What follows belongs to an exercise in optimizing a design on an open flow for small area, a short achievable clock period and few clock cycles; a production flow would make more cautious choices.
Function was checked by simulation only, so behaviour that the tests miss may differ from the original.

==> flow/config.mk <==
export PLATFORM = sky130hd
export DESIGN_NAME = piecewise_linear_lookup_core
export DESIGN_NICKNAME = piecewise_linear_lookup_core
export VERILOG_FILES = /design/flow/design.v
export SDC_FILE = /design/flow/constraint.sdc
export NUM_CORES = 4
export LEC_CHECK = 0
export ABC_CLOCK_PERIOD_IN_PS = 3500
export CAP_MARGIN = 20
export CORE_MARGIN = 2
export CORE_UTILIZATION = 30
export PLACE_DENSITY = 0.5
export SETUP_SLACK_MARGIN = 5
export SLEW_MARGIN = 20
==> flow/constraint.sdc <==
create_clock -name core_clock -period 10.0 [get_ports {clk}]
set_input_delay 2.0000 -clock core_clock [delete_from_list [all_inputs] [get_ports {clk}]]
set_output_delay 2.0000 -clock core_clock [all_outputs]
set_load 0.01 [all_outputs]
==> flow/design.v <==
`default_nettype none
package plpl_pkg;
	localparam int DATA_W         = 32;
	localparam int FRAC_W         = 16;
	localparam int CFG_W          = 7;
	localparam int INDEX_W        = 6;
	localparam int DEF_MAX_POINTS = 64;
	localparam logic REQ_WRITE = 1'b0;
	localparam logic REQ_QUERY = 1'b1;
	typedef enum logic [2:0] {
		ST_IDLE,
		ST_SCAN,
		ST_DIV,
		ST_MUL,
		ST_SUM,
		ST_DONE
	} plpl_state_t;
endpackage
`default_nettype wire
`default_nettype none
module plpl_store #(
	parameter int MAX_POINTS = plpl_pkg::DEF_MAX_POINTS,
	parameter int SPACING    = 4
) (
	input  wire logic                                   clk,
	input  wire logic                                   wr_en,
	input  wire logic [$clog2(MAX_POINTS)-1:0]          wr_pos,
	input  wire logic [plpl_pkg::DATA_W-1:0]            wr_key,
	input  wire logic [plpl_pkg::DATA_W-1:0]            wr_value,
	output logic      [MAX_POINTS*plpl_pkg::DATA_W-1:0] keys,
	output logic      [MAX_POINTS*plpl_pkg::DATA_W-1:0] values
);
	localparam int DW = plpl_pkg::DATA_W;
	for (genvar p = 0; p < MAX_POINTS; p++) begin : g_ent
		localparam int NXT = (p + 1) % MAX_POINTS;
		if ((p % SPACING) == 0) begin : g_inj
			always_ff @(posedge clk) begin
				if (wr_en && (wr_pos == p)) begin
					keys[p*DW +: DW]   <= wr_key;
					values[p*DW +: DW] <= wr_value;
				end else begin
					keys[p*DW +: DW]   <= keys[NXT*DW +: DW];
					values[p*DW +: DW] <= values[NXT*DW +: DW];
				end
			end
		end else begin : g_move
			always_ff @(posedge clk) begin
				keys[p*DW +: DW]   <= keys[NXT*DW +: DW];
				values[p*DW +: DW] <= values[NXT*DW +: DW];
			end
		end
	end
endmodule
module plpl_gt (
	input  wire logic [plpl_pkg::DATA_W-1:0] a,
	input  wire logic [plpl_pkg::DATA_W-1:0] b,
	output logic                             gt
);
	localparam int W = plpl_pkg::DATA_W;
	logic [W-1:0] au;
	logic [W-1:0] nb;
	logic [W-1:0] g [6];
	logic [W-1:0] p [6];
	assign au = {~a[W-1], a[W-2:0]};
	assign nb = ~{~b[W-1], b[W-2:0]};
	assign g[0] = au & nb;
	assign p[0] = au | nb;
	for (genvar l = 0; l < 5; l++) begin : g_lvl
		for (genvar i = 0; i < W; i++) begin : g_bit
			if ((i % (2 << l)) == ((2 << l) - 1)) begin : g_node
				assign g[l+1][i] = g[l][i] | (p[l][i] & g[l][i - (1 << l)]);
				assign p[l+1][i] = p[l][i] & p[l][i - (1 << l)];
			end else begin : g_pass
				assign g[l+1][i] = g[l][i];
				assign p[l+1][i] = p[l][i];
			end
		end
	end
	assign gt = g[5][W-1];
endmodule
`default_nettype wire
`default_nettype none
module plpl_div (
	input  wire logic [plpl_pkg::DATA_W-1:0] rem_in,
	input  wire logic [plpl_pkg::DATA_W-1:0] den,
	input  wire logic [plpl_pkg::DATA_W+1:0] den3,
	output logic      [plpl_pkg::DATA_W-1:0] rem_out,
	output logic      [1:0]                  qbits
);
	localparam int W = plpl_pkg::DATA_W + 3;
	logic [W-1:0] r4;
	logic [W-1:0] t1;
	logic [W-1:0] t2;
	logic [W-1:0] t3;
	assign r4 = {1'b0, rem_in, 2'b00};
	assign t1 = r4 - {3'b000, den};
	assign t2 = r4 - {2'b00, den, 1'b0};
	assign t3 = r4 - {1'b0, den3};
	always_comb begin
		if (!t3[W-1]) begin
			qbits   = 2'd3;
			rem_out = t3[plpl_pkg::DATA_W-1:0];
		end else if (!t2[W-1]) begin
			qbits   = 2'd2;
			rem_out = t2[plpl_pkg::DATA_W-1:0];
		end else if (!t1[W-1]) begin
			qbits   = 2'd1;
			rem_out = t1[plpl_pkg::DATA_W-1:0];
		end else begin
			qbits   = 2'd0;
			rem_out = r4[plpl_pkg::DATA_W-1:0];
		end
	end
endmodule
`default_nettype wire
`default_nettype none
module plpl_csa #(
	parameter int W = 48
) (
	input  wire logic [W-1:0] a,
	input  wire logic [W-1:0] b,
	input  wire logic [W-1:0] c,
	output logic      [W-1:0] s,
	output logic      [W-1:0] cy
);
	assign s  = a ^ b ^ c;
	assign cy = {((a[W-2:0] & b[W-2:0]) | (a[W-2:0] & c[W-2:0]) | (b[W-2:0] & c[W-2:0])), 1'b0};
endmodule
`default_nettype wire
`default_nettype none
module piecewise_linear_lookup_core #(
	parameter int MAX_POINTS = plpl_pkg::DEF_MAX_POINTS
) (
	input  wire logic                                 clk,
	input  wire logic                                 arst_n,
	input  wire logic                                 cfg_valid,
	output logic                                      cfg_ready,
	input  wire logic        [plpl_pkg::CFG_W-1:0]    cfg_data,
	input  wire logic                                 in_valid,
	output logic                                      in_stall,
	input  wire logic                                 req_type,
	input  wire logic        [plpl_pkg::INDEX_W-1:0]  point_index,
	input  wire logic signed [plpl_pkg::DATA_W-1:0]   point_key,
	input  wire logic signed [plpl_pkg::DATA_W-1:0]   point_value,
	input  wire logic signed [plpl_pkg::DATA_W-1:0]   query_x,
	output logic                                      out_valid,
	input  wire logic                                 out_stall,
	output logic signed      [plpl_pkg::DATA_W-1:0]   interp_value,
	output logic                                      below_first,
	output logic                                      at_or_above_last
);
	localparam int N     = MAX_POINTS;
	localparam int IDX_W = $clog2(MAX_POINTS);
	localparam int DW    = plpl_pkg::DATA_W;
	localparam int FW    = plpl_pkg::FRAC_W;
	localparam int NDIV  = FW / 2;           
	localparam int C_KEY = 2;
	localparam int C_VAL = 4 + NDIV - 1;
	localparam int NRD   = C_VAL + 1;        
	localparam int LAT   = 15;               
	localparam int SPACING = 4;
	localparam int SP_W    = $clog2(SPACING);
	localparam int CAP   = LAT + 2;
	localparam int FDEPTH = CAP - 1;
	localparam int FA_W  = $clog2(FDEPTH);
	localparam int OC_W  = $clog2(CAP + 1);
	localparam int PW    = FW + DW;          
	logic [plpl_pkg::CFG_W-1:0] count_q;
	logic [IDX_W:0]             n_eff;
	assign cfg_ready = 1'b1;
	always_ff @(posedge clk or negedge arst_n) begin
		if (!arst_n) begin
			count_q <= plpl_pkg::CFG_W'(1);
		end else if (cfg_valid) begin
			count_q <= cfg_data;
		end
	end
	always_comb begin
		if (count_q == '0) begin
			n_eff = (IDX_W+1)'(1);
		end else if (int'(count_q) > N) begin
			n_eff = (IDX_W+1)'(N);
		end else begin
			n_eff = (IDX_W+1)'(count_q);
		end
	end
	logic             in_stall_q;
	logic             take, take_q, take_w;
	logic             consume;
	logic [OC_W-1:0]  owed_q;
	logic [OC_W-1:0]  owed_next;
	logic             busy;        
	logic             busy_next;
	logic [NRD-1:0]   rd_v;        
	assign take     = in_valid && !in_stall_q;
	assign take_q   = take && (req_type == plpl_pkg::REQ_QUERY);
	assign take_w   = take && (req_type == plpl_pkg::REQ_WRITE);
	assign in_stall = in_stall_q;
	assign busy      = |rd_v;
	assign busy_next = take_q || (|rd_v[NRD-2:0]);
	logic [IDX_W-1:0] ph_q;
	always_ff @(posedge clk) begin
		ph_q <= ph_q + IDX_W'(1);
	end
	logic             pend_q;
	logic [IDX_W-1:0] w_idx_q;
	logic [DW-1:0]    w_key_q;
	logic [DW-1:0]    w_val_q;
	logic [IDX_W-1:0] w_pos;       
	logic [IDX_W-1:0] w_pos_next;
	logic [IDX_W-1:0] w_idx_next;
	logic             apply;
	logic             pend_next;
	assign w_pos  = w_idx_q - ph_q - IDX_W'(1);
	assign apply  = pend_q && !busy && (w_pos[SP_W-1:0] == '0);
	always_ff @(posedge clk) begin
		if (take_w) begin
			pend_q  <= 1'b1;
			w_idx_q <= point_index;
			w_key_q <= point_key;
			w_val_q <= point_value;
		end else if (apply) begin
			pend_q <= 1'b0;
		end
	end
	assign pend_next  = take_w || (pend_q && !apply);
	assign w_idx_next = take_w ? point_index : w_idx_q;
	assign w_pos_next = w_idx_next - ph_q - IDX_W'(2);
	localparam int PAD_TO = 2 * (SPACING - 1);
	localparam int PAD_W  = $clog2(PAD_TO + 1);
	logic             wr_seen_q;
	logic [PAD_W-1:0] refused_q;
	logic [PAD_W-1:0] pad_q;
	logic [PAD_W-1:0] pad_next;
	always_comb begin
		if (take_q && wr_seen_q) begin
			pad_next = (refused_q >= PAD_W'(PAD_TO)) ? '0 : PAD_W'(PAD_TO) - refused_q;
		end else if (pad_q != '0) begin
			pad_next = pad_q - PAD_W'(1);
		end else begin
			pad_next = '0;
		end
	end
	always_ff @(posedge clk or negedge arst_n) begin
		if (!arst_n) begin
			wr_seen_q <= 1'b0;
			refused_q <= '0;
			pad_q     <= '0;
		end else begin
			pad_q <= pad_next;
			if (!in_valid || take_q) begin
				wr_seen_q <= 1'b0;
				refused_q <= '0;
			end else begin
				if (take_w) begin
					wr_seen_q <= 1'b1;
				end
				if (in_stall_q && (refused_q != PAD_W'(PAD_TO))) begin
					refused_q <= refused_q + PAD_W'(1);
				end
			end
		end
	end
	logic out_valid_q;
	assign consume   = out_valid_q && !out_stall;
	assign owed_next = owed_q + OC_W'(take_q) - OC_W'(consume);
	always_ff @(posedge clk or negedge arst_n) begin
		if (!arst_n) begin
			owed_q     <= '0;
			in_stall_q <= 1'b0;
		end else begin
			owed_q     <= owed_next;
			in_stall_q <= (owed_next >= OC_W'(CAP)) || (pad_next != '0)
				|| (pend_next && (busy_next || (w_pos_next[SP_W-1:0] != '0)));
		end
	end
	logic [N*DW-1:0] keys;
	logic [N*DW-1:0] vals;
	plpl_store #(
		.MAX_POINTS(MAX_POINTS),
		.SPACING   (SPACING)
	) u_store (
		.clk      (clk),
		.wr_en    (apply),
		.wr_pos   (w_pos),
		.wr_key   (w_key_q),
		.wr_value (w_val_q),
		.keys     (keys),
		.values   (vals)
	);
	logic [LAT-1:0] v_q;
	always_ff @(posedge clk or negedge arst_n) begin
		if (!arst_n) begin
			v_q <= '0;
		end else begin
			v_q <= {v_q[LAT-2:0], take_q};
		end
	end
	assign rd_v = v_q[NRD-1:0];
	logic [DW-1:0] s0_x;
	always_ff @(posedge clk) begin
		s0_x <= query_x;
	end
	logic [IDX_W-1:0] st;
	logic [IDX_W:0]   st_end;
	logic [N-1:0]     from_st;    
	logic [N-1:0]     below_end;  
	logic [N-1:0]     in_use;
	assign st     = -ph_q;
	assign st_end = {1'b0, st} + n_eff;
	for (genvar p = 0; p < N; p++) begin : g_win
		assign from_st[p]   = (IDX_W'(p) >= st);
		assign below_end[p] = (IDX_W'(p) < st_end[IDX_W-1:0]);
		assign in_use[p]    = st_end[IDX_W] ? (from_st[p] || below_end[p]) : (from_st[p] && below_end[p]);
	end
	logic [N-1:0] gt_w;
	for (genvar p = 0; p < N; p++) begin : g_cmp
		logic key_gt;
		plpl_gt u_gt (
			.a  (keys[p*DW +: DW]),
			.b  (s0_x),
			.gt (key_gt)
		);
		assign gt_w[p] = in_use[p] && key_gt;
	end
	logic [N-1:0]     s1_gt;
	logic [IDX_W-1:0] s1_st;
	logic [IDX_W-1:0] s1_last;    
	logic [DW-1:0]    s1_x;
	always_ff @(posedge clk) begin
		s1_gt   <= gt_w;
		s1_st   <= st;
		s1_last <= st + IDX_W'(n_eff - (IDX_W+1)'(1));
		s1_x    <= s0_x;
	end
	logic [N-1:0] s1_from;
	logic [N-1:0] gt_hi;
	logic [N-1:0] seen;
	logic [N-1:0] seen_hi;
	logic [N-1:0] first_w;
	for (genvar p = 0; p < N; p++) begin : g_from
		assign s1_from[p] = (IDX_W'(p) >= s1_st);
	end
	assign gt_hi      = s1_gt & s1_from;
	assign seen[0]    = 1'b0;
	assign seen_hi[0] = 1'b0;
	for (genvar p = 1; p < N; p++) begin : g_seen
		assign seen[p]    = seen[p-1] || s1_gt[p-1];
		assign seen_hi[p] = seen_hi[p-1] || gt_hi[p-1];
	end
	assign first_w = (|gt_hi) ? (gt_hi & ~seen_hi) : (s1_gt & ~seen);
	logic [N-1:0]     s2_first;
	logic             s2_hit;
	logic             s2_at0;
	logic [IDX_W-1:0] s2_last;
	logic [DW-1:0]    s2_x;
	always_ff @(posedge clk) begin
		for (int p = 0; p < N; p++) begin
			s2_first[p] <= first_w[(p + C_KEY) % N];
		end
		s2_hit  <= |s1_gt;
		s2_at0  <= |(s1_gt & s1_from & ~{s1_from[N-2:0], 1'b0});
		s2_last <= s1_last;
		s2_x    <= s1_x;
	end
	logic [7:0]       k_gsel;
	logic [7:0]       k_msel;
	logic [DW-1:0]    k_win [9];
	logic [DW-1:0]    xr_w;
	logic [DW-1:0]    xl_w;
	logic [IDX_W-1:0] hit_pos;    
	always_comb begin
		for (int g = 0; g < 8; g++) begin
			k_gsel[g] = |s2_first[g*8 +: 8];
		end
		for (int m = 0; m < 8; m++) begin
			k_msel[m] = 1'b0;
			for (int g = 0; g < 8; g++) begin
				k_msel[m] = k_msel[m] | s2_first[g*8 + m];
			end
		end
		for (int k = 0; k < 9; k++) begin
			k_win[k] = '0;
			for (int g = 0; g < 8; g++) begin
				k_win[k] = k_win[k] | ({DW{k_gsel[g]}} & keys[((g*8 + k + N - 1) % N)*DW +: DW]);
			end
		end
		xr_w = '0;
		xl_w = '0;
		for (int m = 0; m < 8; m++) begin
			xr_w = xr_w | ({DW{k_msel[m]}} & k_win[m+1]);
			xl_w = xl_w | ({DW{k_msel[m]}} & k_win[m]);
		end
		hit_pos = '0;
		for (int g = 0; g < 8; g++) begin
			hit_pos[5:3] = hit_pos[5:3] | ({3{k_gsel[g]}} & 3'(g));
		end
		for (int m = 0; m < 8; m++) begin
			hit_pos[2:0] = hit_pos[2:0] | ({3{k_msel[m]}} & 3'(m));
		end
	end
	logic [DW-1:0]    s3_xl;
	logic [DW-1:0]    s3_xr;
	logic [DW-1:0]    s3_x;
	logic             s3_below;
	logic             s3_above;
	logic [IDX_W-1:0] s3_vpos;    
	always_ff @(posedge clk) begin
		s3_xl    <= xl_w;
		s3_xr    <= xr_w;
		s3_x     <= s2_x;
		s3_below <= s2_at0;
		s3_above <= !s2_hit;
		s3_vpos  <= s2_hit ? (hit_pos - IDX_W'(C_VAL - C_KEY)) : (s2_last - IDX_W'(C_VAL));
	end
	logic [DW:0]   dx_w;
	logic [DW:0]   span_w;
	logic [DW+1:0] span3_w;
	assign dx_w    = {s3_x[DW-1], s3_x} - {s3_xl[DW-1], s3_xl};
	assign span_w  = {s3_xr[DW-1], s3_xr} - {s3_xl[DW-1], s3_xl};
	assign span3_w = {{2{s3_xr[DW-1]}}, s3_xr} + {s3_xr[DW-1], s3_xr, 1'b0}
		- {{2{s3_xl[DW-1]}}, s3_xl} - {s3_xl[DW-1], s3_xl, 1'b0};
	logic [DW-1:0]    d_rem   [NDIV];
	logic [DW-1:0]    d_den   [NDIV];
	logic [DW+1:0]    d_den3  [NDIV];
	logic [FW-1:0]    d_q     [NDIV];
	logic             d_below [NDIV];
	logic             d_above [NDIV];
	logic [IDX_W-1:0] d_vpos  [NDIV];
	logic [DW-1:0]    d_rem_w [NDIV];
	logic [1:0]       d_qb_w  [NDIV];
	for (genvar k = 0; k < NDIV; k++) begin : g_div
		if (k == 0) begin : g_first
			always_ff @(posedge clk) begin
				d_rem[k]   <= dx_w[DW-1:0];
				d_den[k]   <= span_w[DW-1:0];
				d_den3[k]  <= span3_w;
				d_q[k]     <= '0;
				d_below[k] <= s3_below;
				d_above[k] <= s3_above;
				d_vpos[k]  <= s3_vpos;
			end
		end else begin : g_next
			always_ff @(posedge clk) begin
				d_rem[k]   <= d_rem_w[k-1];
				d_den[k]   <= d_den[k-1];
				d_den3[k]  <= d_den3[k-1];
				d_q[k]     <= {d_q[k-1][FW-3:0], d_qb_w[k-1]};
				d_below[k] <= d_below[k-1];
				d_above[k] <= d_above[k-1];
				d_vpos[k]  <= d_vpos[k-1];
			end
		end
		plpl_div u_step (
			.rem_in  (d_rem[k]),
			.den     (d_den[k]),
			.den3    (d_den3[k]),
			.rem_out (d_rem_w[k]),
			.qbits   (d_qb_w[k])
		);
	end
	logic [IDX_W-1:0] v_pos;
	logic [7:0]       v_gsel;
	logic [7:0]       v_msel;
	logic [DW-1:0]    v_win [9];
	logic [DW-1:0]    yr_w;
	logic [DW-1:0]    yl_w;
	assign v_pos = d_vpos[NDIV-1];
	always_comb begin
		for (int g = 0; g < 8; g++) begin
			v_gsel[g] = (v_pos[5:3] == 3'(g));
			v_msel[g] = (v_pos[2:0] == 3'(g));
		end
		for (int k = 0; k < 9; k++) begin
			v_win[k] = '0;
			for (int g = 0; g < 8; g++) begin
				v_win[k] = v_win[k] | ({DW{v_gsel[g]}} & vals[((g*8 + k + N - 1) % N)*DW +: DW]);
			end
		end
		yr_w = '0;
		yl_w = '0;
		for (int m = 0; m < 8; m++) begin
			yr_w = yr_w | ({DW{v_msel[m]}} & v_win[m+1]);
			yl_w = yl_w | ({DW{v_msel[m]}} & v_win[m]);
		end
	end
	logic [FW-1:0] t1_frac;
	logic [DW-1:0] t1_yl;
	logic [DW-1:0] t1_yr;
	logic          t1_below;
	logic          t1_above;
	always_ff @(posedge clk) begin
		t1_frac  <= {d_q[NDIV-1][FW-3:0], d_qb_w[NDIV-1]};
		t1_yl    <= yl_w;
		t1_yr    <= yr_w;
		t1_below <= d_below[NDIV-1];
		t1_above <= d_above[NDIV-1];
	end
	logic          t1_interp;
	logic [FW-1:0] frac_eff;
	logic [FW+2:0] fx;            
	assign t1_interp = !t1_below && !t1_above;
	assign frac_eff  = t1_interp ? t1_frac : '0;
	assign fx        = {2'b00, frac_eff, 1'b0};
	localparam int NB = FW / 2 + 1;
	logic [NB-1:0] t2_one;
	logic [NB-1:0] t2_two;
	logic [NB-1:0] t2_neg;
	logic [DW:0]   t2_dy;
	logic [DW-1:0] t2_base;
	logic          t2_below;
	logic          t2_above;
	always_ff @(posedge clk) begin
		for (int k = 0; k < NB; k++) begin
			t2_one[k] <= fx[2*k+1] ^ fx[2*k];
			t2_two[k] <= (fx[2*k+2] && !fx[2*k+1] && !fx[2*k]) || (!fx[2*k+2] && fx[2*k+1] && fx[2*k]);
			t2_neg[k] <= fx[2*k+2];
		end
		t2_dy    <= {t1_yr[DW-1], t1_yr} - {t1_yl[DW-1], t1_yl};
		t2_base  <= t1_interp ? t1_yl : t1_yr;
		t2_below <= t1_below;
		t2_above <= t1_above;
	end
	logic [PW-1:0] row [NB];
	logic [PW-1:0] extra_w;
	for (genvar k = 0; k < NB; k++) begin : g_row
		logic [DW+1:0] mag;
		logic [PW-1:0] ext;
		assign mag = t2_one[k] ? {t2_dy[DW], t2_dy} : (t2_two[k] ? {t2_dy, 1'b0} : '0);
		assign ext = {{(PW-DW-2){mag[DW+1]}}, mag} ^ {PW{t2_neg[k]}};
		assign row[k] = ext << (2*k);
	end
	always_comb begin
		extra_w = {t2_base, {FW{1'b0}}};
		for (int k = 0; k < NB - 1; k++) begin
			extra_w[2*k] = t2_neg[k];
		end
	end
	logic [PW-1:0] l1 [6];
	logic [PW-1:0] l2 [4];
	logic [PW-1:0] l3 [3];
	logic [PW-1:0] l4 [2];
	plpl_csa #(.W(PW)) u_csa10 (.a(row[0]), .b(row[1]), .c(row[2]), .s(l1[0]), .cy(l1[1]));
	plpl_csa #(.W(PW)) u_csa11 (.a(row[3]), .b(row[4]), .c(row[5]), .s(l1[2]), .cy(l1[3]));
	plpl_csa #(.W(PW)) u_csa12 (.a(row[6]), .b(row[7]), .c(row[8]), .s(l1[4]), .cy(l1[5]));
	plpl_csa #(.W(PW)) u_csa20 (.a(l1[0]), .b(l1[1]), .c(l1[2]), .s(l2[0]), .cy(l2[1]));
	plpl_csa #(.W(PW)) u_csa21 (.a(l1[3]), .b(l1[4]), .c(l1[5]), .s(l2[2]), .cy(l2[3]));
	plpl_csa #(.W(PW)) u_csa30 (.a(l2[0]), .b(l2[1]), .c(l2[2]), .s(l3[0]), .cy(l3[1]));
	assign l3[2] = l2[3];
	plpl_csa #(.W(PW)) u_csa40 (.a(l3[0]), .b(l3[1]), .c(l3[2]), .s(l4[0]), .cy(l4[1]));
	logic [PW-1:0] t3_s;
	logic [PW-1:0] t3_c;
	logic [PW-1:0] t3_e;
	logic          t3_below;
	logic          t3_above;
	always_ff @(posedge clk) begin
		t3_s     <= l4[0];
		t3_c     <= l4[1];
		t3_e     <= extra_w;
		t3_below <= t2_below;
		t3_above <= t2_above;
	end
	logic [PW-1:0] sum_w;
	logic          res_v;
	logic [DW+1:0] res_w;
	assign sum_w = t3_s + t3_c + t3_e;
	assign res_v = v_q[LAT-1];
	assign res_w = {sum_w[FW +: DW], t3_below, t3_above};
	logic [DW+1:0]    fifo [FDEPTH];
	logic [FA_W-1:0]  f_wr_q;
	logic [FA_W-1:0]  f_rd_q;
	logic [FA_W:0]    f_cnt_q;
	logic             out_free;
	logic             f_empty;
	logic             f_push;
	logic             f_pop;
	logic             out_load;
	logic [DW+1:0]    out_d;
	logic [DW+1:0]    out_q;
	assign out_free = !out_valid_q || !out_stall;
	assign f_empty  = (f_cnt_q == '0);
	assign f_pop    = out_free && !f_empty;
	assign f_push   = res_v && !(out_free && f_empty);
	assign out_load = out_free && (!f_empty || res_v);
	assign out_d    = f_empty ? res_w : fifo[f_rd_q];
	always_ff @(posedge clk) begin
		if (f_push) begin
			fifo[f_wr_q] <= res_w;
		end
		if (out_load) begin
			out_q <= out_d;
		end
	end
	always_ff @(posedge clk or negedge arst_n) begin
		if (!arst_n) begin
			f_wr_q      <= '0;
			f_rd_q      <= '0;
			f_cnt_q     <= '0;
			out_valid_q <= 1'b0;
		end else begin
			if (f_push) begin
				f_wr_q <= (f_wr_q == FA_W'(FDEPTH - 1)) ? '0 : f_wr_q + FA_W'(1);
			end
			if (f_pop) begin
				f_rd_q <= (f_rd_q == FA_W'(FDEPTH - 1)) ? '0 : f_rd_q + FA_W'(1);
			end
			f_cnt_q <= f_cnt_q + (FA_W+1)'(f_push) - (FA_W+1)'(f_pop);
			if (out_free) begin
				out_valid_q <= !f_empty || res_v;
			end
		end
	end
	assign out_valid        = out_valid_q;
	assign interp_value     = $signed(out_q[DW+1:2]);
	assign below_first      = out_q[1];
	assign at_or_above_last = out_q[0];
endmodule
`default_nettype wire
==> flow/run.sh <==
#!/bin/bash
# synth_recipe.tcl (not shown) runs the flow's synth.tcl, then flattens the netlist and writes it again
# the make line also repeats each setting of config.mk as NAME=value (left out here)
make -C /OpenROAD-flow-scripts/flow DESIGN_CONFIG=/design/flow/config.mk WORK_HOME=/design/flow/orfs CLKGATE_MAP_FILE= SYNTH_SCRIPT=/design/flow/synth_recipe.tcl finish
==> flow_summary.json, run 1 <==
{
  "status": "finished clean",
  "period_minus_slack_ns": 5.08,
  "hold_buffers": 0,
  "synth_area_um2": 278000,
  "yosys_most_used_dff": "dfxtp_1",
  "grt_pass1_wl_um": 1630000,
  "clk_latency_ns": 1.14,
  "core_um2": 924000,
  "cp_common_cell": "maj3_2",
  "ys_async_sr_fraction": 0.00772,
  "wl_um": 1160000,
  "overflow": 0,
  "ant_nets": 0,
  "initial_utilization": 0.301,
  "syn_to_final_growth_pct": 15.0,
  "cts_tree": "yes",
  "cts_sinks": 6348,
  "die_y_um": 967,
  "vias": 226000,
  "port_buffers": 150,
  "min_path_type": "flop to flop",
  "m1WireLength_um": 492000,
  "synthTopCellsByCount": "5653 x dfxtp_1, 2205 x a22oi_1, 1603 x inv_1, 1446 x a21oi_1, 1325 x clkbuf_1",
  "synth_top_area_share": 0.407,
  "cp_slowest_stage_delay_ns": 0.38,
  "syn_nets": 28500,
  "worstMarginPinSlew_ns": 1.29,
  "placementRows": 353,
  "syn_avg_cell_area_um2": 10.3,
  "route.detailed.drc": 0,
  "setup_tns_ns": 0,
  "grt_max_degree": 140,
  "finalCritPeriodShare": 0.508,
  "cp_data_arrival_time_ns": 6.04,
  "relSlewSlack": 0.135,
  "finalHoldViolations": 0,
  "final_max_slew_viol_count": 0,
  "io_pins": 152,
  "fin_nets": 28200,
  "drive_gt1_frac": 0.122,
  "synth_top_cell_by_area": "dfxtp_1",
  "routed.top_layer": "met5",
  "synth.distinct_cells": 101,
  "max-cap-violations": 0,
  "finalClockSkew_ns": 0.167,
  "detail_route.wl_per_cell_um": 29.4,
  "postPlaceCellArea_um2": 293000,
  "drtIter0Drc": 27800,
  "antenna_found_initial": 138,
  "setup_viol": 0,
  "ys.warnings.count": 33,
  "cp_max_fo": 10,
  "synth_cells": 27000,
  "cp-start-kind": "flop",
  "gp_congestion": 1.01,
  "max_freq_mhz": 197,
  "path_clk_slew_ns": 0.06,
  "wl_met2_um": 483000,
  "design_area_um2": 320000,
  "critPathCaptureType": "flop",
  "synth_edf_count": 646,
  "seq_area_frac_synth": 0.481,
  "path_cells": "buf_8 -> clkinvlp_4 -> buf_12 -> a21oi_1 -> o31ai_2 -> maj3_2 -> maj3_2 -> maj3_2 -> maj3_2 -> maj3_2 -> maj3_2 -> maj3_2 -> maj3_2 -> maj3_2 -> maj3_2 -> maj3_2 -> o21a_1",
  "dr.pass1.iters": 9,
  "grt_pass1_vias": 220000,
  "clk_path_buf_depth": 5,
  "slowest_stage": "maj3_2",
  "routed_via_density": 5.71,
  "worstPathRequired_ns": 10.97,
  "rsz0062_at_grt": "true",
  "die_w_um": 967,
  "groute.usage.overall": 0.236,
  "root_buffer": "clkbuf_16",
  "htree_levels": 6,
  "numCtsBuffers": 712,
  "yosys-top-cells-area": "dfxtp_1 41%, edfxtp_1 7.0%, a22oi_1 6.0%, ha_1 4.6%, mux2_2 4.1%",
  "synth.most_common_cell": "dfxtp_1",
  "path_class": "flop to flop",
  "met3_length_um": 130000,
  "dp_hpwl_um": 827000,
  "die_area_um2": 934000,
  "ys_ff_latch": 6348
}
[area by class of cell]
cell class	count	area, um^2
diodes	118	295
fillers	91600	604000
multi-input cells	17400	134000
inverters	1619	6140
repair inverters	1	5.00
repair buffers	618	5800
clock buffers	951	20000
clock inverters	328	4120
flip-flops and latches	6348	134000
well taps	12200	15300
[stage by stage]
| stage | hold WS, ns | worst slack [ns] | utilization | std cells |
|---|---|---|---|---|
| floorplan | 0.310 | 4.67 | - | 27000 |
| global placement | 0.310 | 3.32 | 0.317 | 38100 |
| CTS | 0.291 | 4.91 | 0.344 | 39400 |
| global route | 0.292 | 4.84 | 0.346 | 39500 |
| finish | 0.275 | 4.92 | 0.346 | 39600 |
| detailed placement | 0.312 | 3.70 | 0.317 | 38100 |
[worst max-delay path, delay by kind of cell, from the launching register on]
| family | cells | cell delay [ns] |
|---|---|---|
| buffers and inverters | 3 | 0.48 |
| DFF | 1 | 0.35 |
| AOI/OAI and AO/OA | 3 | 0.47 |
| adders and majority gates | 11 | 3.62 |
[registers in the layout (all words and copies together) (netlist names), 33 cells and up]
name	flops
u_store.keys	2048
u_store.values	2048
fifo	544
d_den3	272
d_rem	256
d_den	248
s1_gt	64
s2_first	64
d_q	56
d_vpos	48
t3_s	48
t3_c	42
t3_e	40
out_q	34
t2_dy	33
[final timing paths]
path / from / end / slack, ns / depth (start not counted)
worst min-delay path: u_store.keys[1225] / u_store.keys[1193] / 0.27 / 0
worst max register to register: s0_x[0] / s1_gt[4] / 4.92 / 17
max in group asynchronous: arst_n / count_q[5] / 8.41 / 1
worst min register to register: u_store.keys[1225] / u_store.keys[1193] / 0.27 / 0
worst max-delay path: s0_x[0] / s1_gt[4] / 4.92 / 17
min in group asynchronous: arst_n / f_cnt_q[4] / 0.95 / 1
[cells by family after synthesis]
| group | count (synthesis) | synth area share |
|---|---|---|
| adder cells (fa/ha/maj) | 1835 | 0.0880 |
| multiplexers | 1241 | 0.0567 |
| other | 1 | 0.0000135 |
| AO/OA/AOI/OAI | 8593 | 0.212 |
| XOR/XNOR | 982 | 0.0309 |
| AND/OR/NAND/NOR | 4719 | 0.0864 |
| buffers and inverters | 3254 | 0.0441 |
| flip-flops | 6348 | 0.481 |
[per-layer routing]
metal,global-route usage,vias up
li1,-,99500
met1,0.318,112000
met2,0.346,12500
met3,0.0754,2475
met4,0.106,57
met5,0.000507,-
[cells in the final DEF, fill, tap and decap left out, types with 317 or more instances in the layout]
cell type,n
inv_1,1580
ha_1,1010
maj3_1,416
xnor2_1,596
o21ai_0,1204
nand2b_1,323
a21o_1,317
a22oi_1,2201
nor2_1,1065
o22ai_1,737
xor2_1,372
edfxtp_1,646
fa_1,353
buf_4,387
mux2_2,1018
a21oi_1,1425
dfxtp_1,5608
nand2_1,1234
clkbuf_16,728
[what timing repair did]
action | in CTS | in global routing
setup endpoints to repair | 419 | 470
cloned | 4 | 4
hold endpoints to repair | 0 | 0
buffers inserted | 20 | 30
gates resized for setup | 179 | 197
pin swaps | 35 | 58
Testbench counts, summed over its fixed seeds: cycles 4,006.
==> run 2, diff against run 1 <==
--- a/flow/design.v
+++ b/flow/design.v
@@ -83,34 +83,51 @@
 module plpl_div (
-	input  wire logic [plpl_pkg::DATA_W-1:0] rem_in,
+	input  wire logic [34:0]                 s_in,
+	input  wire logic [34:0]                 c_in,
 	input  wire logic [plpl_pkg::DATA_W-1:0] den,
-	input  wire logic [plpl_pkg::DATA_W+1:0] den3,
-	output logic      [plpl_pkg::DATA_W-1:0] rem_out,
-	output logic      [1:0]                  qbits
+	output logic      [34:0]                 s_out,
+	output logic      [34:0]                 c_out,
+	output logic      [1:0]                  qpos,
+	output logic      [1:0]                  qneg
 );
-	localparam int W = plpl_pkg::DATA_W + 3;
-	logic [W-1:0] r4;
-	logic [W-1:0] t1;
-	logic [W-1:0] t2;
-	logic [W-1:0] t3;
-	assign r4 = {1'b0, rem_in, 2'b00};
-	assign t1 = r4 - {3'b000, den};
-	assign t2 = r4 - {2'b00, den, 1'b0};
-	assign t3 = r4 - {1'b0, den3};
-	always_comb begin
-		if (!t3[W-1]) begin
-			qbits   = 2'd3;
-			rem_out = t3[plpl_pkg::DATA_W-1:0];
-		end else if (!t2[W-1]) begin
-			qbits   = 2'd2;
-			rem_out = t2[plpl_pkg::DATA_W-1:0];
-		end else if (!t1[W-1]) begin
-			qbits   = 2'd1;
-			rem_out = t1[plpl_pkg::DATA_W-1:0];
-		end else begin
-			qbits   = 2'd0;
-			rem_out = r4[plpl_pkg::DATA_W-1:0];
-		end
-	end
+	localparam int DW = plpl_pkg::DATA_W;
+	logic [34:0] dd;           
+	logic [34:0] ys1, yc1;
+	logic [3:0]  est1;
+	logic        q1p, q1n;
+	logic [34:0] m1;
+	logic [34:0] s1, c1;
+	logic [34:0] ys2, yc2;
+	logic        q2p, q2n;
+	logic [34:0] m2;
+	assign dd  = {3'b000, den};
+	assign ys1  = {s_in[33:0], 1'b0};
+	assign yc1  = {c_in[33:0], 1'b0};
+	assign est1 = ys1[34:31] + yc1[34:31];
+	assign q1p  = !est1[3];
+	assign q1n  = est1[3] && (est1 != 4'b1111);
+	assign m1   = q1p ? ~dd : (q1n ? dd : '0);
+	assign s1   = ys1 ^ yc1 ^ m1;
+	assign c1   = {((ys1[33:0] & yc1[33:0]) | (ys1[33:0] & m1[33:0]) | (yc1[33:0] & m1[33:0])), q1p};
+	logic [2:0] q2p_c, q2n_c;    
+	for (genvar v = 0; v < 3; v++) begin : g_spec
+		logic [34:29] mc;
+		logic [33:30] sc, cc;
+		logic [3:0]   e2;
+		assign mc = (v == 0) ? ~dd[34:29] : ((v == 2) ? dd[34:29] : '0);
+		assign sc = ys1[33:30] ^ yc1[33:30] ^ mc[33:30];
+		assign cc = (ys1[32:29] & yc1[32:29]) | (ys1[32:29] & mc[32:29]) | (yc1[32:29] & mc[32:29]);
+		assign e2 = sc + cc;
+		assign q2p_c[v] = !e2[3];
+		assign q2n_c[v] = e2[3] && (e2 != 4'b1111);
+	end
+	assign q2p = q1p ? q2p_c[0] : (q1n ? q2p_c[2] : q2p_c[1]);
+	assign q2n = q1p ? q2n_c[0] : (q1n ? q2n_c[2] : q2n_c[1]);
+	assign ys2 = {s1[33:0], 1'b0};
+	assign yc2 = {c1[33:0], 1'b0};
+	assign m2  = q2p ? ~dd : (q2n ? dd : '0);
+	assign s_out = ys2 ^ yc2 ^ m2;
+	assign c_out = {((ys2[33:0] & yc2[33:0]) | (ys2[33:0] & m2[33:0]) | (yc2[33:0] & m2[33:0])), q2p};
+	assign qpos  = {q1p, q2p};
+	assign qneg  = {q1n, q2n};
 endmodule
-`default_nettype wire
 `default_nettype none
@@ -156,6 +173,7 @@
 	localparam int NDIV  = FW / 2;           
+	localparam int RW    = DW + 3;           
 	localparam int C_KEY = 2;
-	localparam int C_VAL = 4 + NDIV - 1;
+	localparam int C_VAL = 5 + NDIV - 1;
 	localparam int NRD   = C_VAL + 1;        
-	localparam int LAT   = 15;               
+	localparam int LAT   = 16;               
 	localparam int SPACING = 4;
@@ -303,13 +321,25 @@
 	end
-	logic [IDX_W-1:0] st;
-	logic [IDX_W:0]   st_end;
-	logic [N-1:0]     from_st;    
-	logic [N-1:0]     below_end;  
-	logic [N-1:0]     in_use;
-	assign st     = -ph_q;
-	assign st_end = {1'b0, st} + n_eff;
+	logic [IDX_W-1:0] st_n;
+	logic [IDX_W:0]   st_end_n;
+	logic [N-1:0]     from_n;      
+	logic [N-1:0]     below_end_n;
+	logic [N-1:0]     use_n;
+	logic [N-1:0]     m_from_q;
+	logic [N-1:0]     m_use_q;
+	logic [IDX_W-1:0] m_last_q;    
+	logic [IDX_W-1:0] st_nq;
+	always_ff @(posedge clk) begin
+		st_nq <= -(ph_q + IDX_W'(2));
+	end
+	assign st_n     = st_nq;
+	assign st_end_n = {1'b0, st_n} + n_eff;
 	for (genvar p = 0; p < N; p++) begin : g_win
-		assign from_st[p]   = (IDX_W'(p) >= st);
-		assign below_end[p] = (IDX_W'(p) < st_end[IDX_W-1:0]);
-		assign in_use[p]    = st_end[IDX_W] ? (from_st[p] || below_end[p]) : (from_st[p] && below_end[p]);
+		assign from_n[p]      = (IDX_W'(p) >= st_n);
+		assign below_end_n[p] = (IDX_W'(p) < st_end_n[IDX_W-1:0]);
+		assign use_n[p]       = st_end_n[IDX_W] ? (from_n[p] || below_end_n[p]) : (from_n[p] && below_end_n[p]);
+	end
+	always_ff @(posedge clk) begin
+		m_from_q <= from_n;
+		m_use_q  <= use_n;
+		m_last_q <= st_n + IDX_W'(n_eff - (IDX_W+1)'(1));
 	end
@@ -323,6 +353,6 @@
 		);
-		assign gt_w[p] = in_use[p] && key_gt;
+		assign gt_w[p] = m_use_q[p] && key_gt;
 	end
 	logic [N-1:0]     s1_gt;
-	logic [IDX_W-1:0] s1_st;
+	logic [N-1:0]     s1_from;    
 	logic [IDX_W-1:0] s1_last;    
@@ -331,7 +361,6 @@
 		s1_gt   <= gt_w;
-		s1_st   <= st;
-		s1_last <= st + IDX_W'(n_eff - (IDX_W+1)'(1));
+		s1_from <= m_from_q;
+		s1_last <= m_last_q;
 		s1_x    <= s0_x;
 	end
-	logic [N-1:0] s1_from;
 	logic [N-1:0] gt_hi;
@@ -340,5 +369,2 @@
 	logic [N-1:0] first_w;
-	for (genvar p = 0; p < N; p++) begin : g_from
-		assign s1_from[p] = (IDX_W'(p) >= s1_st);
-	end
 	assign gt_hi      = s1_gt & s1_from;
@@ -415,13 +441,36 @@
 	end
-	logic [DW:0]   dx_w;
-	logic [DW:0]   span_w;
-	logic [DW+1:0] span3_w;
-	assign dx_w    = {s3_x[DW-1], s3_x} - {s3_xl[DW-1], s3_xl};
-	assign span_w  = {s3_xr[DW-1], s3_xr} - {s3_xl[DW-1], s3_xl};
-	assign span3_w = {{2{s3_xr[DW-1]}}, s3_xr} + {s3_xr[DW-1], s3_xr, 1'b0}
-		- {{2{s3_xl[DW-1]}}, s3_xl} - {s3_xl[DW-1], s3_xl, 1'b0};
-	logic [DW-1:0]    d_rem   [NDIV];
+	logic [DW:0] dx_w;
+	logic [DW:0] span_w;
+	assign dx_w   = {s3_x[DW-1], s3_x} - {s3_xl[DW-1], s3_xl};
+	assign span_w = {s3_xr[DW-1], s3_xr} - {s3_xl[DW-1], s3_xl};
+	logic [DW-1:0]    n_x;
+	logic [DW-1:0]    n_d;
+	logic             n_below;
+	logic             n_above;
+	logic [IDX_W-1:0] n_vpos;
+	always_ff @(posedge clk) begin
+		n_x     <= dx_w[DW-1:0];
+		n_d     <= span_w[DW-1:0];
+		n_below <= s3_below;
+		n_above <= s3_above;
+		n_vpos  <= s3_vpos;
+	end
+	logic [4:0]    lz;
+	logic [DW-1:0] nd_w;
+	logic [DW-1:0] nx_w;
+	always_comb begin
+		lz = 5'd31;
+		for (int b = 0; b < DW; b++) begin
+			if (n_d[b]) begin
+				lz = 5'(DW - 1 - b);
+			end
+		end
+	end
+	assign nd_w = n_d << lz;
+	assign nx_w = n_x << lz;
+	logic [RW-1:0]    d_s     [NDIV];
+	logic [RW-1:0]    d_c     [NDIV];
 	logic [DW-1:0]    d_den   [NDIV];
-	logic [DW+1:0]    d_den3  [NDIV];
-	logic [FW-1:0]    d_q     [NDIV];
+	logic [FW-1:0]    d_qp    [NDIV];
+	logic [FW-1:0]    d_qn    [NDIV];
 	logic             d_below [NDIV];
@@ -429,4 +478,6 @@
 	logic [IDX_W-1:0] d_vpos  [NDIV];
-	logic [DW-1:0]    d_rem_w [NDIV];
-	logic [1:0]       d_qb_w  [NDIV];
+	logic [RW-1:0]    d_s_w   [NDIV];
+	logic [RW-1:0]    d_c_w   [NDIV];
+	logic [1:0]       d_qp_w  [NDIV];
+	logic [1:0]       d_qn_w  [NDIV];
 	for (genvar k = 0; k < NDIV; k++) begin : g_div
@@ -434,16 +485,18 @@
 			always_ff @(posedge clk) begin
-				d_rem[k]   <= dx_w[DW-1:0];
-				d_den[k]   <= span_w[DW-1:0];
-				d_den3[k]  <= span3_w;
-				d_q[k]     <= '0;
-				d_below[k] <= s3_below;
-				d_above[k] <= s3_above;
-				d_vpos[k]  <= s3_vpos;
+				d_s[k]     <= {3'b000, nx_w};
+				d_den[k]   <= nd_w;
+				d_below[k] <= n_below;
+				d_above[k] <= n_above;
+				d_vpos[k]  <= n_vpos;
 			end
+			assign d_c[k]  = '0;
+			assign d_qp[k] = '0;
+			assign d_qn[k] = '0;
 		end else begin : g_next
 			always_ff @(posedge clk) begin
-				d_rem[k]   <= d_rem_w[k-1];
+				d_s[k]     <= d_s_w[k-1];
+				d_c[k]     <= d_c_w[k-1];
 				d_den[k]   <= d_den[k-1];
-				d_den3[k]  <= d_den3[k-1];
-				d_q[k]     <= {d_q[k-1][FW-3:0], d_qb_w[k-1]};
+				d_qp[k]    <= {d_qp[k-1][FW-3:0], d_qp_w[k-1]};
+				d_qn[k]    <= {d_qn[k-1][FW-3:0], d_qn_w[k-1]};
 				d_below[k] <= d_below[k-1];
@@ -454,7 +507,9 @@
 		plpl_div u_step (
-			.rem_in  (d_rem[k]),
-			.den     (d_den[k]),
-			.den3    (d_den3[k]),
-			.rem_out (d_rem_w[k]),
-			.qbits   (d_qb_w[k])
+			.s_in  (d_s[k]),
+			.c_in  (d_c[k]),
+			.den   (d_den[k]),
+			.s_out (d_s_w[k]),
+			.c_out (d_c_w[k]),
+			.qpos  (d_qp_w[k]),
+			.qneg  (d_qn_w[k])
 		);
@@ -486,21 +541,33 @@
 	end
-	logic [FW-1:0] t1_frac;
-	logic [DW-1:0] t1_yl;
-	logic [DW-1:0] t1_yr;
-	logic          t1_below;
-	logic          t1_above;
-	always_ff @(posedge clk) begin
-		t1_frac  <= {d_q[NDIV-1][FW-3:0], d_qb_w[NDIV-1]};
-		t1_yl    <= yl_w;
-		t1_yr    <= yr_w;
-		t1_below <= d_below[NDIV-1];
-		t1_above <= d_above[NDIV-1];
-	end
-	logic          t1_interp;
-	logic [FW-1:0] frac_eff;
-	logic [FW+2:0] fx;            
-	assign t1_interp = !t1_below && !t1_above;
-	assign frac_eff  = t1_interp ? t1_frac : '0;
-	assign fx        = {2'b00, frac_eff, 1'b0};
-	localparam int NB = FW / 2 + 1;
+	logic [RW-1:0] f_s;
+	logic [RW-1:0] f_c;
+	logic [FW-1:0] f_qp;
+	logic [FW-1:0] f_qn;
+	logic [DW-1:0] f_yl;
+	logic [DW-1:0] f_yr;
+	logic          f_below;
+	logic          f_above;
+	always_ff @(posedge clk) begin
+		f_s     <= d_s_w[NDIV-1];
+		f_c     <= d_c_w[NDIV-1];
+		f_qp    <= {d_qp[NDIV-1][FW-3:0], d_qp_w[NDIV-1]};
+		f_qn    <= {d_qn[NDIV-1][FW-3:0], d_qn_w[NDIV-1]};
+		f_yl    <= yl_w;
+		f_yr    <= yr_w;
+		f_below <= d_below[NDIV-1];
+		f_above <= d_above[NDIV-1];
+	end
+	logic [RW-1:0] rem_w;
+	logic [FW-1:0] q_lo;
+	logic [FW-1:0] q_hi;
+	assign rem_w  = f_s + f_c;
+	assign q_lo   = f_qp + ~f_qn;
+	assign q_hi   = f_qp + ~f_qn + FW'(1);
+	logic          f_interp;
+	logic [FW-1:0] lo_eff;
+	logic [FW-1:0] hi_eff;
+	assign f_interp = !f_below && !f_above;
+	assign lo_eff   = f_interp ? q_lo : '0;
+	assign hi_eff   = f_interp ? q_hi : '0;
+	localparam int NB = FW / 2;
 	logic [NB-1:0] t2_one;
@@ -512,12 +579,34 @@
 	logic          t2_above;
+	logic [3*NB-1:0] bd_lo;
+	logic [3*NB-1:0] bd_hi;
+	logic [3*NB-1:0] bd_w;
+	logic [DW-1:0]   base_lo;
+	logic [DW-1:0]   base_hi;
+	logic [FW+2:0]   fx_lo;       
+	logic [FW+2:0]   fx_hi;
+	assign fx_lo = {2'b00, lo_eff, 1'b0};
+	assign fx_hi = {2'b00, hi_eff, 1'b0};
+	for (genvar k = 0; k < NB; k++) begin : g_bd
+		assign bd_lo[3*k]   = fx_lo[2*k+1] ^ fx_lo[2*k];
+		assign bd_lo[3*k+1] = (fx_lo[2*k+2] && !fx_lo[2*k+1] && !fx_lo[2*k])
+			|| (!fx_lo[2*k+2] && fx_lo[2*k+1] && fx_lo[2*k]);
+		assign bd_lo[3*k+2] = fx_lo[2*k+2];
+		assign bd_hi[3*k]   = fx_hi[2*k+1] ^ fx_hi[2*k];
+		assign bd_hi[3*k+1] = (fx_hi[2*k+2] && !fx_hi[2*k+1] && !fx_hi[2*k])
+			|| (!fx_hi[2*k+2] && fx_hi[2*k+1] && fx_hi[2*k]);
+		assign bd_hi[3*k+2] = fx_hi[2*k+2];
+	end
+	assign bd_w    = rem_w[RW-1] ? bd_lo : bd_hi;
+	assign base_lo = lo_eff[FW-1] ? f_yr : f_yl;
+	assign base_hi = hi_eff[FW-1] ? f_yr : f_yl;
 	always_ff @(posedge clk) begin
 		for (int k = 0; k < NB; k++) begin
-			t2_one[k] <= fx[2*k+1] ^ fx[2*k];
-			t2_two[k] <= (fx[2*k+2] && !fx[2*k+1] && !fx[2*k]) || (!fx[2*k+2] && fx[2*k+1] && fx[2*k]);
-			t2_neg[k] <= fx[2*k+2];
-		end
-		t2_dy    <= {t1_yr[DW-1], t1_yr} - {t1_yl[DW-1], t1_yl};
-		t2_base  <= t1_interp ? t1_yl : t1_yr;
-		t2_below <= t1_below;
-		t2_above <= t1_above;
+			t2_one[k] <= bd_w[3*k];
+			t2_two[k] <= bd_w[3*k+1];
+			t2_neg[k] <= bd_w[3*k+2];
+		end
+		t2_dy    <= {f_yr[DW-1], f_yr} - {f_yl[DW-1], f_yl};
+		t2_base  <= !f_interp ? f_yr : (rem_w[RW-1] ? base_lo : base_hi);
+		t2_below <= f_below;
+		t2_above <= f_above;
 	end
@@ -534,3 +623,3 @@
 		extra_w = {t2_base, {FW{1'b0}}};
-		for (int k = 0; k < NB - 1; k++) begin
+		for (int k = 0; k < NB; k++) begin
 			extra_w[2*k] = t2_neg[k];
@@ -544,3 +633,3 @@
 	plpl_csa #(.W(PW)) u_csa11 (.a(row[3]), .b(row[4]), .c(row[5]), .s(l1[2]), .cy(l1[3]));
-	plpl_csa #(.W(PW)) u_csa12 (.a(row[6]), .b(row[7]), .c(row[8]), .s(l1[4]), .cy(l1[5]));
+	plpl_csa #(.W(PW)) u_csa12 (.a(row[6]), .b(row[7]), .c(extra_w), .s(l1[4]), .cy(l1[5]));
 	plpl_csa #(.W(PW)) u_csa20 (.a(l1[0]), .b(l1[1]), .c(l1[2]), .s(l2[0]), .cy(l2[1]));
@@ -552,3 +641,2 @@
 	logic [PW-1:0] t3_c;
-	logic [PW-1:0] t3_e;
 	logic          t3_below;
@@ -558,3 +646,2 @@
 		t3_c     <= l4[1];
-		t3_e     <= extra_w;
 		t3_below <= t2_below;
@@ -565,3 +652,3 @@
 	logic [DW+1:0] res_w;
-	assign sum_w = t3_s + t3_c + t3_e;
+	assign sum_w = t3_s + t3_c;
 	assign res_v = v_q[LAT-1];
--- a/flow/config.mk
+++ b/flow/config.mk
@@ -7,4 +7,5 @@
 export LEC_CHECK = 0
-export ABC_CLOCK_PERIOD_IN_PS = 3500
 export CAP_MARGIN = 20
+export CELL_PAD_IN_SITES_DETAIL_PLACEMENT = 1
+export CELL_PAD_IN_SITES_GLOBAL_PLACEMENT = 2
 export CORE_MARGIN = 2
==> run 2 against run 1 <==
Still clean; non-clock buffer count increased by 44; die area fell by 3.5%; synthesized area decreased by 3.5%; via count down 6.9%; global-route usage up 6.8 points; count of clock-buffer cells in the layout increased by 147; flip-flop and latch count up 365; final area fell by 2.3%; critical endpoint is now s1_gt[43].
==> flow_summary.json, run 2 <==
{
  "path_class": "flop to flop",
  "worstPathRequired_ns": 10.99,
  "fin_nets": 25300,
  "synth_edf_count": 680,
  "ys.warnings.count": 36,
  "cp_max_fo": 32,
  "multi_input_area_um2": 118000,
  "top_regs": "u_store.keys (2048), u_store.values (2048), fifo (578)",
  "postPlaceCellArea_um2": 284000,
  "cp_data_arrival_time_ns": 6.07,
  "yosys_most_used_dff": "dfxtp_1",
  "rsz0062_at_grt": "false",
  "overflow": 0,
  "hold_buffers": 0,
  "finalHoldViolations": 0,
  "min_path_type": "flop to flop",
  "finalCritPeriodShare": 0.507,
  "synth-simple-area-share": 0.0702,
  "final_common_cell": "dfxtp_1",
  "die_area_um2": 901000,
  "die_y_um": 949,
  "synthAdderAreaFrac": 0.0921,
  "syn_avg_cell_area_um2": 11.1,
  "setup_viol": 0,
  "seq_area_um2": 142000,
  "grt_pass1_wl_um": 1920000,
  "root_buffer": "clkbuf_16",
  "htree_levels": 6,
  "worstMarginPinSlew_ns": 1.35,
  "antenna_found_initial": 219,
  "clk_path_buf_depth": 4,
  "drive_gt1_frac": 0.135,
  "syn_to_final_growth_pct": 16.4,
  "routed_via_density": 5.75,
  "period_minus_slack_ns": 5.07,
  "synth.most_common_cell": "dfxtp_1",
  "detail_route.wl_per_cell_um": 38.9,
  "ant_nets": 0,
  "wl_um": 1420000,
  "dp_hpwl_um": 1020000,
  "clk_latency_ns": 1.23,
  "synth_area_um2": 268000,
  "synth.distinct_cells": 101,
  "synth_top_cell_by_area": "dfxtp_1",
  "port_buffers": 150,
  "synth_top_area_share": 0.446,
  "synthTopCellsByCount": "5980 x dfxtp_1, 2170 x a22oi_1, 1367 x a21oi_1, 1318 x clkbuf_1, 1138 x nand2_1",
  "groute.usage.overall": 0.305,
  "routed.top_layer": "met5",
  "synth_xor_area_frac": 0.0180,
  "synth_compound_area_frac": 0.189,
  "grt_pass1_vias": 214000,
  "vias": 211000,
  "yosys-top-cells-area": "dfxtp_1 45%, edfxtp_1 7.6%, a22oi_1 6.1%, fa_1 5.8%, mux2_2 4.2%",
  "finalClockSkew_ns": 0.204,
  "synth_cells": 24200,
  "fillCellCount": 95800,
  "critPathCaptureType": "flop",
  "max_freq_mhz": 197,
  "design_area_um2": 312000,
  "max-cap-violations": 0,
  "route.detailed.drc": 0,
  "final_cell_mix": "5951 x dfxtp_1, 2169 x a22oi_1, 1359 x a21oi_1, 1113 x nand2_1, 1082 x inv_1",
  "cts_sinks": 6713,
  "cts_tree": "yes",
  "final_max_slew_viol_count": 0,
  "path_clk_slew_ns": 0.07,
  "cp-start-kind": "flop",
  "io_pins": 152,
  "m1WireLength_um": 629000,
  "wl_met2_um": 614000,
  "ys_ff_latch": 6713,
  "syn_nets": 25500,
  "numCtsBuffers": 776,
  "ys_async_sr_fraction": 0.00790,
  "seq_area_frac_synth": 0.528,
  "grt_max_degree": 123,
  "synth_top_family_by_area": "compound AO/OA/AOI/OAI gates",
  "met3_length_um": 112000,
  "initial_utilization": 0.301,
  "status": "finished clean",
  "gp_congestion": 0.954,
  "setup_tns_ns": 0,
  "drtIter0Drc": 22800,
  "core_um2": 892000,
  "relSlewSlack": 0.0987,
  "placementRows": 347,
  "dr.pass1.iters": 7,
  "die_w_um": 949,
  "synth_mux_area_frac": 0.0643
}
run 2: cell types whose count changed after synthesis, sizes merged, moves of 116 or more:
cell	before	now
ha	1011	410
inv	1608	1103
fa	353	771
dfxtp	5653	5980
o21ai	1247	960
xnor2	605	377
xor2	377	172
a21o	317	113
nand2b	323	152
a211oi	281	122
nor3	276	151
o21a	190	74
run 2: critical path: stages (launching register included):
cell and delay [ns]:
dfxtp_2 0.31, buf_4 0.57, inv_4 0.42, buf_4 0.41, a22oi_2 0.59, o21ai_0 0.24
a21oi_2 0.51, a21boi_0 0.84, o21ai_0 0.63, nand2_1 0.20, a31oi_1 0.09
run 2: path summary, 6_finish.rpt:
kind	start	endpoint	slack, ns	cells after the start
max	s0_x[25]	s1_gt[43]	4.93	10
min	u_store.values[872]	u_store.values[840]	0.18	0
max reg2reg	s0_x[25]	s1_gt[43]	4.93	10
min reg2reg	u_store.values[872]	u_store.values[840]	0.18	0
max in group asynchronous	arst_n	v_q[9]	8.19	1
min in group asynchronous	arst_n	f_cnt_q[3]	0.98	1
run 2: cell families (layout without fill, tap and decap cells):
| family | Yosys count | count (layout) |
|---|---|---|
| xor gates and xnor gates | 549 | 549 |
| DFF | 6713 | 6713 |
| muxes | 1371 | 1371 |
| buffers and inverters | 2752 | 3213 |
| other | 1 | 175 |
| and+or+nand+nor | 3806 | 3806 |
| adders and majority gates | 1594 | 1594 |
| AOI/OAI and AO/OA | 7372 | 7372 |
run 2: final cells by class:
cell class	count	area share
clock buffer	1098	0.0718
timing repair buffer	662	0.0189
clock inverter	337	0.0158
antenna	174	0.00139
tap	11900	0.0476
inverter	1116	0.0136
sequential	6713	0.453
multi-input combinational	14700	0.378
run 2: repair_timing:
action / 4_1_cts / 5_1_grt
hold endpoints to repair: 0 / 0
buffers inserted: 0 / 0
resized for setup: 17 / 18
setup endpoints to repair: 45 / 94
run 2: per-layer routing:
layer	global-route usage	up-vias
li1	-	89000
met1	0.418	110000
met2	0.462	8953
met3	0.0701	2272
met4	0.126	80
met5	0	-
run 2: stage by stage:
| step | utilization | setup WS, ns | hold WS, ns | std cells |
|---|---|---|---|---|
| 2_1_floorplan | - | 4.87 | 0.310 | 24200 |
| 3_3_place_gp | 0.318 | 3.80 | 0.310 | 35000 |
| 3_5_place_dp | 0.319 | 4.20 | 0.313 | 35000 |
| 4_1_cts | 0.349 | 4.93 | 0.173 | 36500 |
| 5_1_grt | 0.350 | 5.01 | 0.189 | 36500 |
| 6_report | 0.350 | 4.93 | 0.184 | 36700 |
Testbench counts of run 2, summed over its fixed seeds: cycles 4,030.
==> run 3, diff against run 2 <==
==> flow/flow/run.sh (new file) <==
#!/bin/bash
set -euo pipefail
bash standard.sh SETUP_SLACK_MARGIN=6.5 finish > standard_make.log 2>&1
==> flow/standard.sh (new file) <==
#!/bin/bash
# synth_recipe.tcl (not shown) runs the flow's synth.tcl, then flattens the netlist and writes it again
# the make line also repeats each setting of config.mk as NAME=value (left out here)
make -C /OpenROAD-flow-scripts/flow DESIGN_CONFIG=/design/flow/config.mk WORK_HOME=/design/flow/orfs CLKGATE_MAP_FILE= SYNTH_SCRIPT=/design/flow/synth_recipe.tcl "${@:-finish}"
--- a/flow/config.mk
+++ b/flow/config.mk
@@ -13,3 +13,2 @@
 export PLACE_DENSITY = 0.5
-export SETUP_SLACK_MARGIN = 5
 export SLEW_MARGIN = 20
removed: flow/run.sh
==> run 3 against run 2 <==
Still clean on timing, DRC and antenna; highest routed layer unchanged; global-route usage increased by 1.3 points; via count up 3.2%; flip-flop and latch count unchanged.
==> flow_summary.json, run 3 <==
{
  "status": "finished clean",
  "finalCritPeriodShare": 0.433,
  "final_max_slew_viol_count": 0,
  "relSlewSlack": 0.0734,
  "overflow": 0,
  "reg2reg_to": "s1_gt[53]",
  "cts_sinks": 6713,
  "numCtsBuffers": 775,
  "grt_pass1_vias": 218000,
  "io_pins": 152,
  "hp-start": "s2_x[15]",
  "ys_ff_latch": 6713,
  "path_class": "flop to flop",
  "core_um2": 892000,
  "max-cap-violations": 0,
  "setup_viol": 0,
  "synth_edf_count": 680,
  "placementRows": 347,
  "grt_pass1_wl_um": 1990000,
  "clk_latency_ns": 1.23,
  "finalClockSkew_ns": 0.177,
  "yosys_most_used_dff": "dfxtp_1",
  "synth_area_um2": 268000,
  "holdPathEnd": "s3_x[15]",
  "reg2reg_slack_ns": 5.67,
  "wl_um": 1500000,
  "cp_slowest_stage_delay_ns": 0.82,
  "syn_to_final_growth_pct": 24.9,
  "worstPathRequired_ns": 11.05,
  "seq_area_frac_synth": 0.528,
  "path_clk_slew_ns": 0.06,
  "dp_hpwl_um": 1040000,
  "crit_family": "compound AO/OA/AOI/OAI gates",
  "routed_via_density": 5.79,
  "clk_path_buf_depth": 4,
  "r2r-start": "s0_x[0]",
  "ys.warnings.count": 36,
  "synth_cells": 24200,
  "path_cells": "buf_12 -> buf_6 -> nor2_4 -> buf_12 -> buf_12 -> a21oi_2 -> nor2_1 -> maj3_2 -> maj3_2 -> maj3_2 -> a222oi_1 -> o211ai_1 -> o211ai_1 -> a211o_1 -> o21ai_0",
  "synth.distinct_cells": 101,
  "setup_tns_ns": 0,
  "fin_nets": 26100,
  "cp_max_fo": 5,
  "rsz0062_at_grt": "true",
  "fillCellCount": 94200,
  "root_buffer": "clkbuf_16",
  "vias": 217000,
  "dr.pass1.iters": 7,
  "synth.most_common_cell": "dfxtp_1",
  "syn_avg_cell_area_um2": 11.1,
  "route.detailed.drc": 0,
  "postPlaceCellArea_um2": 284000,
  "finalHoldWorstSlack_ns": 0.272,
  "period_minus_slack_ns": 4.33,
  "slowest_stage": "a222oi_1",
  "synth_top_area_share": 0.446,
  "port_buffers": 150,
  "antenna_found_initial": 236,
  "detail_route.wl_per_cell_um": 39.9,
  "htree_levels": 6,
  "grt_max_degree": 114,
  "max_freq_mhz": 231,
  "design_area_um2": 335000,
  "die_w_um": 949,
  "min_path_type": "flop to flop",
  "initial_utilization": 0.301,
  "final_common_cell": "dfxtp_1",
  "die_area_um2": 901000,
  "die_y_um": 949,
  "critPathCaptureType": "flop",
  "cts_tree": "yes",
  "synthTopCellsByCount": "5980 x dfxtp_1, 2170 x a22oi_1, 1367 x a21oi_1, 1318 x clkbuf_1, 1138 x nand2_1",
  "final_cell_mix": "5832 x dfxtp_1, 2098 x a22oi_1, 1080 x a21oi_1, 1067 x nand2_1, 1001 x mux2_2",
  "syn_nets": 25500,
  "synth_top_cell_by_area": "dfxtp_1",
  "reg2reg_depth": 15,
  "cp_data_arrival_time_ns": 5.38,
  "groute.usage.overall": 0.317,
  "worstMarginPinSlew_ns": 1.39,
  "cp-start-kind": "flop",
  "ys_async_sr_fraction": 0.00790,
  "min_path_cells": 0,
  "gp_congestion": 0.944,
  "top_regs": "u_store.keys (2048), u_store.values (2048), fifo (578)",
  "ant_nets": 0,
  "drive_gt1_frac": 0.227,
  "path_buf_inv": 4,
  "drtIter0Drc": 25300,
  "yosys-top-cells-area": "dfxtp_1 45%, edfxtp_1 7.6%, a22oi_1 6.1%, fa_1 5.8%, mux2_2 4.2%",
  "finalHoldViolations": 0
}
run 3: worst max-delay path by stage:
stage               startpoint               end  slack (ns)  cells after the start
finish                 s0_x[0]         s1_gt[53]        5.67                     15
global route           f_qp[0]        t2_base[5]        5.72                     17
CTS                  out_q[23]  interp_value[21]        5.67                      1
detailed placement      f_s[6]       t2_base[26]        4.59                     13
global placement      s0_x[14]         s1_gt[27]        3.29                     11
floorplan             in_valid        in_stall_q        4.87                      7
run 3: logic make-up (layout without fill, tap and decap cells):
logic type                 after synthesis  in the layout  share of synthesized area
AOI/OAI and AO/OA                     7372           7377                      0.189
xor gates and xnor gates               549            549                     0.0180
adders and majority gates             1594           1594                     0.0921
buffers and inverters                 2752           4056                     0.0388
DFF                                   6713           6713                      0.528
muxes                                 1371           1371                     0.0643
other                                    1            219                  0.0000140
and+or+nand+nor                       3806           3829                     0.0702
run 3: stage by stage:
step	setup slack (ns)	cells	util
CTS	5.67	37100	0.367
floorplan	4.87	24200	-
finish	5.67	37600	0.376
global placement	3.29	35100	0.319
detailed placement	4.59	35100	0.319
global route	5.72	37500	0.375
run 3: layout make-up:
type	count	area (um^2)	share of cell area
Antenna cell	218	546	0.00163
Clock buffer	1137	22800	0.0680
Clock inverter	310	4480	0.0134
Inverter	1116	4380	0.0131
Tap cell	11900	14800	0.0443
Sequential cell	6713	142000	0.423
Timing Repair Buffer	1493	19000	0.0566
Multi-Input combinational cell	14700	127000	0.380
run 3: per-layer routing:
| layer | vias to the layer above | part of all wire | GRT usage |
|---|---|---|---|
| li1 | 90900 | - | - |
| met5 | - | 0.00058 | 0.00233 |
| met1 | 114000 | 0.45 | 0.447 |
| met3 | 2319 | 0.086 | 0.0801 |
| met4 | 84 | 0.049 | 0.128 |
| met2 | 9941 | 0.42 | 0.463 |
run 3: repair_timing:
item                                     CTS  global route
buffers inserted                         436           235
hold buffers                               0             0
gates resized for setup                 2313           977
cloned                                   123            32
endpoints found under the setup margin  3077          1500
endpoints found under the hold margin      0             0
pin swaps                                784           800

separate check: timing with driven ports:
No port has a modelled driver above. Below, the same layouts with a new extraction and two added sets of constraints. Step 1 (the two cells are an assumption about what drives the block):
set clk [get_ports {clk}]
set_driving_cell -lib_cell sky130_fd_sc_hd__clkbuf_16 $clk
set_driving_cell -lib_cell sky130_fd_sc_hd__buf_2 [delete_from_list [all_inputs] $clk]
Step 2 adds t to the input delays and takes it off the output delays; t is the mean of the earliest and latest rising clock arrival at the registers after step 1. Input paths then give back, and output paths get back, about the clock's delay inside the block. Slacks: ideal / step 1 / step 2; pairs: ideal / step 1.
| run | t (ns) | setup WS [ns] | latest minus earliest clock arrival (ns) | worst register clock-pin slew, ns | worst slew at a driven data input, ns |
|---|---|---|---|---|---|
| run 1 | 1.216 | 4.923 / 4.923 / 4.092 | 0.185 / 0.186 | 0.08 / 0.08 | 0.41 |
| run 2 | 1.290 | 4.930 / 4.930 / 4.648 | 0.218 / 0.218 | 0.07 / 0.07 | 0.28 |
| run 3 | 1.315 | 5.669 / 5.669 / 5.361 | 0.182 / 0.182 | 0.07 / 0.07 | 0.32 |
After both steps setup and hold are still met in every run listed. The setup slack of run 1, which loses most, moves by 0.000 ns with the drivers and by -0.831 ns with both steps.
